What follows belongs to an exercise in optimizing a design on an open flow for small area and a short achievable clock period; a production flow would make more cautious choices. Only simulation tests tie the RTL to the original design; equivalence was not proved. Power and IR drop assume default switching activity.

<file path="design/flow/config.mk">
export PLATFORM = sky130hd
export DESIGN_NAME = udp_rx_payload_fifo
export DESIGN_NICKNAME = udp_rx_payload_fifo
export VERILOG_FILES = /design/flow/design.v
export SDC_FILE = /design/flow/constraint.sdc
export NUM_CORES = 4
export LEC_CHECK = 0
export CAP_MARGIN = 20
export CORE_MARGIN = 2
export CORE_UTILIZATION = 40
export SLEW_MARGIN = 20
</file>
<file path="design/flow/constraint.sdc">
create_clock -name core_clock -period 10.0 [get_ports {clkRx}]
set_input_delay 2.0000 -clock core_clock [delete_from_list [all_inputs] [get_ports {clkRx}]]
set_output_delay 2.0000 -clock core_clock [all_outputs]
set_load 0.01 [all_outputs]
</file>
<file path="design/flow/design.v">
module udp_rx_payload_fifo #(
  parameter int ADDR_W      = 9,
  parameter int MAX_PAYLOAD = 470,
  parameter int PAYLOAD_OFS = 42
) (
  input  logic                   clkRx,
  input  logic                   rstn,
  input  logic                   rx_frame,
  input  logic                   rx_byte_valid,
  input  logic [7:0]             rx_byte,
  input  logic                   rx_frame_end,
  input  logic                   rx_frame_ok,
  input  logic                   rd_en,
  output logic [7:0]             rd_data,
  output logic                   rd_valid,
  output logic                   empty,
  output logic [ADDR_W:0]        fill,
  output logic [15:0]            pkt_count,
  output logic [15:0]            drop_count
);
  localparam int                DEPTH       = 1 << ADDR_W;
  localparam logic [ADDR_W:0]   DEPTH_V     = {1'b1, {ADDR_W{1'b0}}};
  localparam logic [15:0]       MAX_P       = 16'(MAX_PAYLOAD);
  localparam logic [10:0]       IDX_LEN_HI  = 11'(PAYLOAD_OFS - 4);
  localparam logic [10:0]       IDX_LEN_LO  = 11'(PAYLOAD_OFS - 3);
  localparam logic [10:0]       IDX_PLEN_HI = 11'(PAYLOAD_OFS - 2);
  localparam logic [10:0]       IDX_PLEN_LO = 11'(PAYLOAD_OFS - 1);
  localparam logic [10:0]       BIDX_MAX    = 11'd2047;
  typedef enum logic [2:0] {
    ST_IDLE    = 3'd0,
    ST_HDR     = 3'd1,
    ST_PAYLOAD = 3'd2,
    ST_WAITEND = 3'd3,
    ST_DROP    = 3'd4
  } state_t;
  logic [7:0]       mem [DEPTH];
  state_t           state_r;
  logic [10:0]      bidx_r;
  logic [15:0]      udp_len_r;
  logic [15:0]      remaining_r;
  logic [ADDR_W:0]  wr_ptr_r;
  logic [ADDR_W:0]  spec_ptr_r;
  logic [ADDR_W:0]  rd_ptr_r;
  logic [ADDR_W:0]  fill_r;
  logic             empty_r;
  logic [7:0]       rd_data_r;
  logic             rd_valid_r;
  logic [15:0]      pkt_count_r;
  logic [15:0]      drop_count_r;
  logic             skip_r;
  logic             byte_s;
  logic [15:0]      plen_s;
  logic [ADDR_W:0]  free_s;
  logic [16:0]      need_s;
  logic             hdr_drop_s;
  logic             we_s;
  logic [7:0]       wdata_s;
  logic             commit_s;
  logic             rd_acc_s;
  logic [ADDR_W:0]  wr_ptr_nxt_s;
  logic [ADDR_W:0]  rd_ptr_nxt_s;
  assign byte_s       = rx_byte_valid & rx_frame & ~rx_frame_end;
  assign plen_s       = udp_len_r - 16'd8;
  assign free_s       = DEPTH_V - (spec_ptr_r - rd_ptr_r);
  assign need_s       = {1'b0, plen_s} + 17'd2;
  assign hdr_drop_s   = (udp_len_r < 16'd8) | (plen_s > MAX_P) | (need_s > 17'(free_s));
  assign commit_s     = rx_frame_end & rx_frame_ok & ~skip_r & (state_r == ST_WAITEND);
  assign rd_acc_s     = rd_en & ~empty_r;
  assign wr_ptr_nxt_s = commit_s ? spec_ptr_r : wr_ptr_r;
  assign rd_ptr_nxt_s = rd_acc_s ? (rd_ptr_r + {{ADDR_W{1'b0}}, 1'b1}) : rd_ptr_r;
  always_comb begin
    we_s    = 1'b0;
    wdata_s = 8'h00;
    case (state_r)
      ST_HDR: begin
        if (byte_s && (bidx_r == IDX_PLEN_HI) && !hdr_drop_s) begin
          we_s    = 1'b1;
          wdata_s = plen_s[15:8];
        end else if (byte_s && (bidx_r == IDX_PLEN_LO)) begin
          we_s    = 1'b1;
          wdata_s = plen_s[7:0];
        end else begin
          we_s    = 1'b0;
          wdata_s = 8'h00;
        end
      end
      ST_PAYLOAD: begin
        if (byte_s) begin
          we_s    = 1'b1;
          wdata_s = rx_byte;
        end else begin
          we_s    = 1'b0;
          wdata_s = 8'h00;
        end
      end
      default: begin
        we_s    = 1'b0;
        wdata_s = 8'h00;
      end
    endcase
  end
  always_ff @(posedge clkRx) begin
    if (we_s) begin
      mem[spec_ptr_r[ADDR_W-1:0]] <= wdata_s;
    end
  end
  always_ff @(posedge clkRx or negedge rstn) begin
    if (!rstn) begin
      rd_ptr_r   <= '0;
      wr_ptr_r   <= '0;
      fill_r     <= '0;
      empty_r    <= 1'b1;
      rd_data_r  <= 8'h00;
      rd_valid_r <= 1'b0;
    end else begin
      if (rd_acc_s) begin
        rd_data_r  <= mem[rd_ptr_r[ADDR_W-1:0]];
        rd_valid_r <= 1'b1;
      end else begin
        rd_valid_r <= 1'b0;
      end
      rd_ptr_r <= rd_ptr_nxt_s;
      wr_ptr_r <= wr_ptr_nxt_s;
      fill_r   <= wr_ptr_nxt_s - rd_ptr_nxt_s;
      empty_r  <= (wr_ptr_nxt_s == rd_ptr_nxt_s);
    end
  end
  always_ff @(posedge clkRx or negedge rstn) begin
    if (!rstn) begin
      state_r      <= ST_IDLE;
      bidx_r       <= 11'd0;
      udp_len_r    <= 16'd0;
      remaining_r  <= 16'd0;
      spec_ptr_r   <= '0;
      pkt_count_r  <= 16'd0;
      drop_count_r <= 16'd0;
      skip_r       <= 1'b1;
    end else begin
      if (!rx_frame) begin
        bidx_r <= 11'd0;
      end else if (rx_byte_valid && (bidx_r != BIDX_MAX)) begin
        bidx_r <= bidx_r + 11'd1;
      end else begin
        bidx_r <= bidx_r;
      end
      if (we_s) begin
        spec_ptr_r <= spec_ptr_r + {{ADDR_W{1'b0}}, 1'b1};
      end
      if (rx_frame_end) begin
        skip_r  <= 1'b0;
        state_r <= ST_IDLE;
        if (!skip_r) begin
          if (commit_s) begin
            pkt_count_r <= pkt_count_r + 16'd1;
          end else begin
            spec_ptr_r   <= wr_ptr_r;
            drop_count_r <= drop_count_r + 16'd1;
          end
        end
      end else begin
        if (!rx_frame) begin
          skip_r <= 1'b0;
        end
        case (state_r)
          ST_IDLE: begin
            if (byte_s && !skip_r) begin
              state_r <= ST_HDR;
            end
          end
          ST_HDR: begin
            if (byte_s) begin
              if (bidx_r == IDX_LEN_HI) begin
                udp_len_r[15:8] <= rx_byte;
              end else if (bidx_r == IDX_LEN_LO) begin
                udp_len_r[7:0] <= rx_byte;
              end else if (bidx_r == IDX_PLEN_HI) begin
                if (hdr_drop_s) begin
                  state_r <= ST_DROP;
                end
              end else if (bidx_r == IDX_PLEN_LO) begin
                remaining_r <= plen_s;
                state_r     <= (plen_s == 16'd0) ? ST_WAITEND : ST_PAYLOAD;
              end
            end
          end
          ST_PAYLOAD: begin
            if (byte_s) begin
              remaining_r <= remaining_r - 16'd1;
              if (remaining_r == 16'd1) begin
                state_r <= ST_WAITEND;
              end
            end
          end
          ST_WAITEND: begin
            state_r <= ST_WAITEND;
          end
          ST_DROP: begin
            spec_ptr_r <= wr_ptr_r;
          end
          default: begin
            state_r <= ST_IDLE;
          end
        endcase
      end
    end
  end
  assign rd_data    = rd_data_r;
  assign rd_valid   = rd_valid_r;
  assign empty      = empty_r;
  assign fill       = fill_r;
  assign pkt_count  = pkt_count_r;
  assign drop_count = drop_count_r;
endmodule
</file>
<file path="design/flow/run.sh">
#!/bin/bash
# synth_recipe.tcl (not shown) runs the flow's synth.tcl, then flattens the netlist and writes it again
# the make line also repeats each setting of config.mk as NAME=value (left out here)
make -C /OpenROAD-flow-scripts/flow DESIGN_CONFIG=/design/flow/config.mk WORK_HOME=/design/flow/orfs CLKGATE_MAP_FILE= SYNTH_SCRIPT=/design/flow/synth_recipe.tcl finish
</file>
==> results.py <==
metrics = {
    "synthesis": {
        "ys.flop_type": "edfxtp_1",
        "yosys.area_share.adder_pct": 0.411,
        "synth.distinct_cells": 74,
        "async_flop_share_pct": 3.05,
        "yosysSeqAreaShare_pct": 76.5,
        "syn_inst": 7930,
        "yosysWarnings": 1,
        "synth-xor-area-share_pct": 0.441,
        "synth_compound_gate_area_share_pct": 3.14,
        "syn_avg_cell_area_sq_um": 20.8,
        "ys_ff_latch": 4225,
        "synth-edff-count": 4096,
        "syn_nets": 7998,
        "synth_top_family_by_area": "multiplexers",
        "synth_mux_area_share_pct": 15.1,
        "syn-cell-area_sq_um": 165000,
        "synth-simple-area-share_pct": 2.99,
    },
    "critical_path": {
        "critPathTopFamily": "simple AND/OR/NAND/NOR gates",
        "cp-end-kind": "flop",
        "worstPathCellList": "ha_1 > ha_1 > a21o_1 > a21oi_2 > nor2_1 > o21a_1 > o21ai_0 > nand2b_1 > a21oi_1 > xor2_1 > ha_1 > o21ai_0 > o21ai_1 > nor4_1 > nor3_2 > o31ai_4 > and2_2 > buf_4 > nand3_4 > buf_4 > nor2_1",
        "cp.arrival_ps": 8340,
        "cp_slowest_cell": "nand3_4",
        "r2r_slack_ps": 2250,
        "cp_common_cell": "ha_1",
        "path_class": "flop to flop",
        "cp_slowest_stage_delay_ps": 830,
        "critPathLaunchType": "flop",
        "crit_buf_inv": 2,
        "path_max_fanout": 20,
        "cp.required_ps": 10590,
    },
    "global_routing": {
        "grt_pass1_wl_um": 682000,
        "grt_max_degree": 155,
        "globalRouteMet3Util_pct": 6.10,
        "grt_pass1_vias": 84700,
        "antenna_found_initial": 33,
        "overflow": 0,
        "grtUsageMet1_pct": 32.3,
        "grt_util_all_layers_pct": 23.0,
        "gr-max-usage-layer": "met2",
        "grt_use_met2_pct": 35.0,
    },
    "floorplan": {
        "fp.coreArea_sq_um": 410000,
        "dieArea_sq_um": 418000,
        "die_y_um": 646,
        "die_x_um": 646,
        "io_pins": 67,
        "num_rows": 235,
        "initial_core_util_pct": 40.2,
    },
    "sta": {
        "finalSetupViolCount": 0,
        "setup_tns_ps": 0,
        "rsz0062_at_grt": "no",
        "fin_crit_ps": 7750,
        "slew_headroom_pct": 16.2,
        "finalCritPeriodShare_pct": 77.5,
        "fmax_mhz": 129,
        "setup_ws_ps": 2250,
        "finalMaxSlewViolations": 0,
        "hold_viol_final": 0,
        "finClkSkew_ps": 78.7,
        "tightest_slew_ps": 1250,
    },
    "clock_network": {
        "ctsHoldBuffers": 0,
        "cts_resized": 0,
        "cts_root_buf": "clkbuf_16",
        "worstSkewPairLatency_ps": 1010,
        "tritoncts": "built",
        "clkSinkCount": 4225,
        "clk_path_buf_depth": 4,
        "post-cts-setup-buffers": 0,
        "clkTransAtPathRegs_ps": 60,
        "cts_buffers": 420,
        "cts-htree-levels": 5,
    },
    "drt": {
        "viasPerCell": 6.08,
        "drtIter0Drc": 12700,
        "wl_per_cell_um": 34.8,
        "drc_errors": 0,
        "vias": 84900,
        "antenna_left": 0,
        "drtPass1Iterations": 6,
        "totalWireLength_um": 486000,
    },
    "final_layout": {
        "num-nets-final": 8224,
        "nFillCells": 33800,
        "seqCellArea_sq_um": 126000,
        "fin_cells": 14000,
        "multi_input_comb_area_sq_um": 37000,
        "syn2layout_area_growth_pct": 13.3,
        "drive_above_1_share_pct": 23.4,
        "final_util_pct": 45.6,
    },
    "placement": {
        "dp_slack_ps": 2390,
        "io_buffers": 66,
        "gp_congestion": 0.912,
        "dp_hpwl_um": 297000,
        "dp.cells": 13200,
    },
    "pwr": {
        "power.density_nw_per_um2": 235,
        "irDropWorstVdd_uv": 210,
        "power.leakage_nw": 67.3,
    },
    "worst_hold_path": {
        "hold_class": "flop to flop",
    },
    "flow_run": {
        "maxCapViolCount": 0,
    },
    "status": {
        "status": "timing/DRC/antenna clean",
    },
}
[final timing paths]
kind,from,end,cells past startpoint
setup reg to reg,rd_ptr_r[2],mem[459][1],21
min in group asynchronous,rstn,drop_count_r[5],1
hold reg to reg,wr_ptr_r[1],spec_ptr_r[1],2
hold / removal,wr_ptr_r[1],spec_ptr_r[1],2
max in group asynchronous,rstn,rd_ptr_r[6],2
setup / recovery,rd_ptr_r[2],mem[459][1],21
[tightest hold or removal path: cells and delay by family (launching register included)]
kind | cells | cell delay [ps]
AO/OA/AOI/OAI | 1 | 70
AND/OR/NAND/NOR | 1 | 50
flip-flops | 1 | 340
[power breakdown]
group | internal [mW] | switching (mW)
clock network | 9.14 | 6.82
registers | 19.2 | 0.235
logic | 2.95 | 5.65
total | 31.3 | 12.7
[kinds of logic (layout without fill, tap and decap cells)]
| family | after synthesis | in the layout |
|---|---|---|
| DFF | 4225 | 4225 |
| muxes | 1188 | 1188 |
| and+or+nand+nor | 1117 | 1117 |
| AOI/OAI and AO/OA | 735 | 735 |
| buffers and inverters | 529 | 1105 |
| xor gates and xnor gates | 83 | 83 |
| adders and majority gates | 53 | 53 |
| other | 0 | 11 |
[cell usage after synthesis (all sizes together), types with 10 or more instances]
master	n	area [sq um]
o22ai	54	338
nor4	26	163
xor2	27	236
a21oi	130	651
and3	17	106
nand3	82	480
edfxtp	4096	123000
a31oi	19	119
nor2b	23	144
xnor2	56	490
inv	52	195
dfrtp	127	3180
a221oi	63	552
clkbuf	261	980
nor3	60	300
or3	13	81.3
ha	51	638
nor2	607	2280
nand4	25	156
buf	215	1100
o211ai	18	135
o21ai	73	365
nand2	192	721
mux2	30	338
mux4	1044	23500
mux2i	114	1140
o31ai	10	88.8
a22o	69	604
a211oi	14	105
nand2b	25	156
a22oi	209	1570
and2	15	93.8
[placed cells by master (no fill, tap or decap), types with 18 or more instances in the layout]
cell type	synthesis	routed
clkinv_1	1	87
nor2_1	607	595
o21ai_0	73	65
a22oi_1	209	209
clkdlybuf4s50_1	0	65
a31oi_1	19	19
edfxtp_1	4096	4096
xor2_1	27	27
ha_1	51	48
buf_12	0	47
o22ai_1	54	54
mux2_2	30	30
dfrtp_1	127	120
mux2i_1	114	114
nor4_1	26	24
xnor2_1	56	56
nand3_1	68	63
o211ai_1	18	18
nand2_1	192	191
clkinv_2	0	69
mux4_2	1044	1044
a221oi_1	63	63
buf_4	15	165
bufinv_16	0	49
a21oi_1	130	127
clkbuf_1	261	76
clkbuf_16	0	428
a22o_1	69	68
nand4_1	25	25
nand2b_1	25	23
nor3_1	60	49
clkinvlp_4	0	27
inv_1	52	50
[per-stage QoR]
stage | power, mW | hold WS, ps | cell area, sq um
global route | 45.1 | 485 | 187000
finish | 44.0 | 451 | 187000
CTS | 44.1 | 459 | 187000
floorplan | 25.1 | 446 | 165000
detailed placement | 28.3 | 457 | 173000
global placement | 28.3 | 457 | 173000
[registers in the layout (all words and copies together) (netlist names)]
signal / cells
bidx_r: 11
drop_count_r: 16
empty_r: 1
fill_r: 10
mem: 4096
pkt_count_r: 16
rd_data_r: 8
rd_ptr_r: 10
rd_valid_r: 1
remaining_r: 16
skip_r: 1
spec_ptr_r: 10
state_r: 3
udp_len_r: 16
wr_ptr_r: 10
[cell type report]
class	instances	area share [%]
well taps	5451	3.65
inverters	53	0.109
clock buffers	505	5.89
flip-flops and latches	4225	67.5
repair buffers	280	1.53
diodes	11	0.0147
clock inverters	267	1.53
multi-input cells	3176	19.8
[layer usage]
metal  vias up  share of wire, %
met1     45100                39
met4        30               3.5
li1      33500                 -
met3       796                12
met2      5448                46
met5         -             0.038

-- what the ideal ports hide --
The results above use ideal ports. As a check the final layout listed here was re-extracted and re-timed, cells and wires unchanged.
Step 1, drivers: a clkbuf_16 drives clkRx and a buf_2 each remaining input, both assumed.
Step 2 times the ports against the registers' clock, not the clock port: input delays grow and output delays shrink by t, the midpoint of the rising clock arrivals with the driver on.
Three values: ideal ports, drivers, drivers and shift; two values: the first two.
shift t [ns]: 1.079
setup WS [ns]: 2.254 / 2.254 / 2.254
latest minus earliest clock arrival (ns): 0.084 / 0.085
worst slew at a driven data input, ns: 0.06
pins driven straight from the clock port: 1
After both steps setup and hold are still met in this run. For this run, drivers alone change the setup slack by 0.000 ns; drivers and shift together by 0.000 ns.
